This design comes from an exercise in tuning for small area and a short achievable clock period on the open sky130 flow, not from production work.
The RTL of this run was laid out without a check of its function.

==> flow/design.v <==
module param_router #(
  parameter int N_IN      = 17,
  parameter int N_OUT     = 3,
  parameter int DATA_W    = 16,
  parameter int DEPTH     = 4,
  parameter int PARITY_EN = 1
) (
  input  logic                    clk,
  input  logic                    reset,
  input  logic [N_IN*DATA_W-1:0]  in_data,
  input  logic [N_IN-1:0]         in_valid,
  output logic [N_IN-1:0]         in_ready,
  output logic [N_OUT*DATA_W-1:0] out_data,
  output logic [N_OUT-1:0]        out_valid,
  input  logic [N_OUT-1:0]        out_ready,
  output logic [N_IN-1:0]         fifo_full,
  output logic [15:0]             drop_count
);
  localparam int IW = 5;
  localparam int SW = DATA_W - 1;    
  logic [SW-1:0]   mem    [N_IN][4];
  logic [1:0]      rd_ptr [N_IN];
  logic [2:0]      cnt    [N_IN];
  logic [N_IN-1:0] push, pop, drop, nonempty;
  logic [SW-1:0]   head   [N_IN];
  logic [1:0]      hdest  [N_IN];
  logic [N_IN-1:0] req    [N_OUT];
  logic [N_IN-1:0] gnt    [N_OUT];
  logic [N_OUT-1:0] gnt_valid, load_en;
  logic [IW-1:0]   gnt_idx    [N_OUT];
  logic [IW-1:0]   last_grant [N_OUT];
  logic [SW-1:0]   slot       [N_OUT];
  logic [4:0]      n_drop, n_reg;
  logic [15:0]     acc;
  logic [16:0]     dsum;
  always_comb begin
    logic [DATA_W-1:0] word;
    logic bad;
    for (int i = 0; i < N_IN; i++) begin
      word        = in_data[i*DATA_W +: DATA_W];
      bad         = (&word[15:14]) | (^word);
      fifo_full[i] = cnt[i][2];
      in_ready[i]  = ~cnt[i][2];
      nonempty[i]  = |cnt[i];
      push[i]      = in_valid[i] & ~cnt[i][2] & ~bad;
      drop[i]      = in_valid[i] & ~cnt[i][2] & bad;
      head[i]      = mem[i][rd_ptr[i]];
      hdest[i]     = head[i][SW-1 -: 2];
    end
  end
  function automatic logic [1:0] fa(input logic a, input logic b, input logic c);
    fa = {(a & b) | (a & c) | (b & c), a ^ b ^ c};
  endfunction
  always_comb begin
    logic [1:0] A0, A1, A2, A3, A4, B0, B1, B2, C0, C1, C2, D0, D1, D2, D3;
    logic [1:0] H0;
    A0 = fa(drop[0],  drop[1],  drop[2]);
    A1 = fa(drop[3],  drop[4],  drop[5]);
    A2 = fa(drop[6],  drop[7],  drop[8]);
    A3 = fa(drop[9],  drop[10], drop[11]);
    A4 = fa(drop[12], drop[13], drop[14]);
    B0 = fa(A0[0], A1[0], A2[0]);
    B1 = fa(A3[0], A4[0], drop[15]);
    C0 = fa(B0[0], B1[0], drop[16]);         
    B2 = fa(A0[1], A1[1], A2[1]);
    C1 = fa(A3[1], A4[1], B0[1]);
    C2 = fa(B1[1], C0[1], B2[0]);
    H0 = {C1[0] & C2[0], C1[0] ^ C2[0]};    
    D0 = fa(B2[1], C1[1], C2[1]);
    D1 = {D0[0] & H0[1], D0[0] ^ H0[1]};    
    D2 = {D0[1] & D1[1], D0[1] ^ D1[1]};    
    n_drop = {D2[1], D2[0], D1[0], H0[0], C0[0]};
  end
  assign dsum       = {1'b0, acc} + {12'd0, n_reg};
  assign drop_count = dsum[16] ? 16'hFFFF : dsum[15:0];
  always_comb begin
    logic [N_IN-1:0] mask, rh, pre_h, pre_a;
    logic any_h;
    for (int o = 0; o < N_OUT; o++) begin
      load_en[o] = ~out_valid[o] | out_ready[o];
      for (int i = 0; i < N_IN; i++) begin
        req[o][i] = nonempty[i] & (hdest[i] == 2'(o));
        mask[i]   = (IW'(i) > last_grant[o]);
      end
      rh    = req[o] & mask;
      any_h = |rh;
      pre_h[0] = 1'b0;
      pre_a[0] = 1'b0;
      for (int i = 1; i < N_IN; i++) begin
        pre_h[i] = pre_h[i-1] | rh[i-1];
        pre_a[i] = pre_a[i-1] | req[o][i-1];
      end
      gnt[o]       = any_h ? (rh & ~pre_h) : (req[o] & ~pre_a);
      gnt_valid[o] = |req[o];
      gnt_idx[o]   = '0;
      for (int i = 0; i < N_IN; i++) begin
        if (gnt[o][i]) gnt_idx[o] = gnt_idx[o] | IW'(i);
      end
    end
  end
  always_comb begin
    pop = '0;
    for (int o = 0; o < N_OUT; o++) begin
      pop = pop | (gnt[o] & {N_IN{load_en[o]}});
    end
  end
  always_ff @(posedge clk) begin
    for (int i = 0; i < N_IN; i++) begin
      for (int k = 0; k < 4; k++) begin
        if (!cnt[i][2] && (2'(rd_ptr[i] + cnt[i][1:0]) == 2'(k)))
          mem[i][k] <= in_data[i*DATA_W + 1 +: SW];
      end
    end
  end
  always_ff @(posedge clk or negedge reset) begin
    if (!reset) begin
      for (int i = 0; i < N_IN; i++) begin
        rd_ptr[i] <= '0;
        cnt[i]    <= '0;
      end
    end else begin
      for (int i = 0; i < N_IN; i++) begin
        if (pop[i]) rd_ptr[i] <= rd_ptr[i] + 2'd1;
        case ({push[i], pop[i]})
          2'b10:   cnt[i] <= cnt[i] + 3'd1;
          2'b01:   cnt[i] <= cnt[i] - 3'd1;
          default: cnt[i] <= cnt[i];
        endcase
      end
    end
  end
  always_comb begin
    logic [SW-1:0] d;
    for (int o = 0; o < N_OUT; o++) begin
      out_data[o*DATA_W +: DATA_W] = {slot[o], ^slot[o]};
    end
  end
  always_ff @(posedge clk) begin
    logic [SW-1:0] d;
    for (int o = 0; o < N_OUT; o++) begin
      if (load_en[o]) begin
        d = '0;
        for (int i = 0; i < N_IN; i++) d = d | (head[i] & {SW{gnt[o][i]}});
        slot[o] <= d;
      end
    end
  end
  always_ff @(posedge clk or negedge reset) begin
    if (!reset) begin
      out_valid <= '0;
      acc       <= '0;
      n_reg     <= '0;
      for (int o = 0; o < N_OUT; o++) last_grant[o] <= IW'(N_IN - 1);
    end else begin
      acc   <= drop_count;
      n_reg <= n_drop;
      for (int o = 0; o < N_OUT; o++) begin
        if (load_en[o]) begin
          out_valid[o] <= gnt_valid[o];
          if (gnt_valid[o]) last_grant[o] <= gnt_idx[o];
        end
      end
    end
  end
endmodule
==> flow/run.sh <==
#!/bin/bash
# synth_recipe.tcl (not shown) runs the flow's synth.tcl, then flattens the netlist and writes it again
# the make line also repeats each setting of config.mk as NAME=value (left out here)
make -C /OpenROAD-flow-scripts/flow DESIGN_CONFIG=/design/flow/config.mk WORK_HOME=/design/flow/orfs CLKGATE_MAP_FILE= SYNTH_SCRIPT=/design/flow/synth_recipe.tcl finish
==> flow/config.mk <==
export PLATFORM = sky130hd
export DESIGN_NAME = param_router
export DESIGN_NICKNAME = param_router
export VERILOG_FILES = /design/flow/design.v
export SDC_FILE = /design/flow/constraint.sdc
export NUM_CORES = 4
export LEC_CHECK = 0
export CAP_MARGIN = 20
export CORE_MARGIN = 2
export CORE_UTILIZATION = 40
export SLEW_MARGIN = 20
==> flow/constraint.sdc <==
create_clock -name core_clock -period 11.0 [get_ports {clk}]
set_input_delay 2.2000 -clock core_clock [delete_from_list [all_inputs] [get_ports {clk}]]
set_output_delay 2.2000 -clock core_clock [all_outputs]
set_load 0.01 [all_outputs]
==> results.cfg <==
[finish]
finalNetCount = 5691
final_layout_size_suffix_gt1_frac = 0.121
top_register = mem
stdcell_count = 7276
top_regs = mem (1020), cnt (51), slot (45)
largest_reg_flops = 1020
area_delta_synth_final_pct = 20.9

[clocking]
cts_buffer_depth = 3
ctsResizeCount = 0
cts_tree = built
clock_sinks = 1189
clockRootBuffer = clkbuf_16
hold_buffers = 0
htree_levels = 4
path_clk_slew_ns = 0.06
clock_latency_ns = 0.81
postCtsSetupRepairBufs = 0
cts_buffers = 132

[worst_setup_path]
rr_worst_depth = 15
crit_start = rd_ptr[15][1]
required_ns = 11.52
arrival_ns = 8.09
reg2reg_to = slot[2][7]
crit_type = reg -> reg
end_kind = flip-flop
worst-path-max-fanout = 17
rrSetupSlack_ns = 3.42
start_kind = flip-flop
r2r_start = rd_ptr[15][1]

[drt]
drtPass1Iterations = 9
wl_per_cell_um = 36.6
routed_via_density = 6.31
drt.antenna.violating_nets = 0
drc = 0
drt_iter0_drc = 5415
vias = 45900
finalWirelength_um = 266000

[timing]
rsz0062_at_grt = no
finalMaxSlewViolations = 0
setup_tns_ns = 0
max_clock_freq_mhz = 132
period_share = 0.689
hold_viol_final = 0
period_needed_ns = 7.58
finalClockSkew_ns = 0.0472
slew_headroom = 0.0831
setup_viol = 0
tightest_slew_ns = 1.36
worst_slack_ns = 3.42

[synthesis]
ys_top_cells_by_area = edfxtp_1 (55%), a22oi_1 (7.0%), xnor2_1 (5.2%)
ys_top_cells_by_count = edfxtp_1 (1065), a22oi_1 (547), xnor2_1 (346)
synth_cell_type_count = 116
yosysTopAreaCellShare = 0.548
syn_inst = 4707
syn_area_mm2 = 0.0583
synth_edf_count = 1065
synth_top_cell_by_area = edfxtp_1
ys_ff_latch = 1189
synth_most_common_cell = edfxtp_1
synthArstFlopShare = 0.104
synthFlopType = edfxtp_1
yosys_warnings = 11
avgSynthCellArea_um2 = 12.4
ys_seq_area_frac = 0.601

[global_routing]
groute.usage.overall = 0.353
overflow = 0
grt_max_degree = 54
grt_pass1_vias = 43500
grt_pass1_wl_um = 360000
grt_antenna_before_repair = 22

[floorplan]
die_area_mm2 = 0.149
die_h_um = 386
initial_core_util = 0.402
ioPinCount = 395
fp.dieW_um = 386
core_mm2 = 0.145
row_count = 140

[status]
status = finished clean

[place]
dpl.cell_count = 7020
io_buffers = 394
gp_congestion = 1.10
dpl.hpwl_um = 196000
post-place-ws_ns = 3.48

[worst_hold_path]
min_to = cnt[2][0]
hold_path_depth = 1
hold_path.class = reg -> reg
worstHoldStart = cnt[2][0]

[job]
max-cap-violations = 0
worst max-delay path, stage by stage (launching register included):
cell	delay [ns]
dfrtp_1	0.43
inv_1	0.09
ha_1	0.18
buf_4	0.21
a22o_1	0.30
a211oi_1	0.98
o21ai_0	0.73
o31a_1	0.42
o22ai_1	0.38
or2_1	0.54
or2_0	0.36
o21a_1	0.91
o22ai_1	0.32
a2111oi_0	1.05
buf_4	0.26
nand3_1	0.09
placed cells by master, fill, tap and decap left out, types with 17 or more instances in the layout:
| cell | count |
|---|---|
| clkbuf_8 | 20 |
| nor3_2 | 38 |
| inv_1 | 195 |
| a22o_1 | 26 |
| nor2_2 | 31 |
| a2111oi_0 | 21 |
| clkbuf_1 | 29 |
| xnor2_1 | 346 |
| dfrtp_1 | 121 |
| a22oi_1 | 547 |
| or4_1 | 23 |
| clkdlybuf4s50_1 | 393 |
| nand2b_1 | 24 |
| o221ai_1 | 25 |
| nand4_1 | 30 |
| fa_1 | 30 |
| a31oi_1 | 117 |
| a221oi_1 | 20 |
| o21ai_0 | 156 |
| nor4_1 | 18 |
| o211ai_1 | 37 |
| o22ai_1 | 58 |
| xor2_1 | 62 |
| clkbuf_16 | 136 |
| edfxtp_1 | 1065 |
| nand2_1 | 220 |
| or3_1 | 29 |
| nor2_1 | 312 |
| nand3_1 | 194 |
| clkinv_2 | 17 |
| o21ai_1 | 32 |
| ha_1 | 127 |
| a222oi_1 | 56 |
| mux2i_1 | 18 |
| a21oi_1 | 57 |
| and3_1 | 38 |
| buf_4 | 253 |
| nor2b_1 | 23 |
| nor3_1 | 65 |
layer usage:
metal / vias up / global-route usage / wire, um
li1: 19400 / - / -
met1: 23300 / 0.472 / 108000
met2: 2604 / 0.531 / 118000
met3: 569 / 0.0931 / 26000
met4: 10 / 0.174 / 15000
met5: - / 0 / 61
final cells by class:
| type | instances | area [um2] |
|---|---|---|
| diodes | 10 | 25.0 |
| flip-flops and latches | 1189 | 35100 |
| inverters | 197 | 739 |
| multi-input cells | 3071 | 22000 |
| clock buffers | 185 | 3790 |
| fillers | 12900 | 74700 |
| repair buffers | 649 | 5860 |
| clock inverters | 58 | 667 |
| well taps | 1917 | 2400 |
kinds of logic (layout without fill, tap and decap cells):
kind of cell             after synthesis  count (layout)  share of synthesized area
AO/OA/AOI/OAI                       1329            1329                      0.166
XOR/XNOR                             408             408                     0.0612
adder cells (fa/ha/maj)              157             157                     0.0375
buffers and inverters                450            1089                     0.0314
flip-flops                          1189            1189                      0.601
multiplexers                          37              37                    0.00675
other                                  1              14                  0.0000643
AND/OR/NAND/NOR                     1136            1136                     0.0957
per-stage QoR:
| step | hold WS (ns) | utilization | cell area [um2] |
|---|---|---|---|
| after floorplan | 0.471 | - | 58400 |
| after global placement | 0.501 | 0.454 | 66000 |
| after detailed placement | 0.496 | 0.454 | 66000 |
| after CTS | 0.508 | 0.485 | 70400 |
| after global routing | 0.535 | 0.486 | 70500 |
| final | 0.509 | 0.486 | 70500 |
worst max-delay path by stage:
stage	slack (ns)	end	depth (start not counted)
finish	3.42	slot[2][7]	15
global route	3.66	cnt[4][2]	21
CTS	3.87	cnt[16][2]	20
floorplan	4.83	n_reg[3]	18
global placement	3.47	n_reg[3]	17
detailed placement	3.48	n_reg[3]	17

## what the ideal ports hide
Ports are ideal in the flow. The routed layout listed here was re-timed in OpenROAD. Step 1 (the two cells are an assumption about what drives the block):
set clk [get_ports {clk}]
set_driving_cell -lib_cell sky130_fd_sc_hd__clkbuf_16 $clk
set_driving_cell -lib_cell sky130_fd_sc_hd__buf_2 [delete_from_list [all_inputs] $clk]
Step 2 moves the port delays by t, midway between the first and last clock arrival at a register: inputs arrive t later, outputs are due t later. That takes back most of the time a late clock gives input paths. Three values: no drivers, after step 1, after step 2; two values: the first two.
t (ns): 0.871
setup WS [ns]: 3.422 / 3.422 / 3.422
worst data-port slew with drivers (ns): 0.12
After both steps this run still meets setup and hold. The setup slack of this run moves by 0.000 ns with the drivers and by 0.000 ns with both steps.
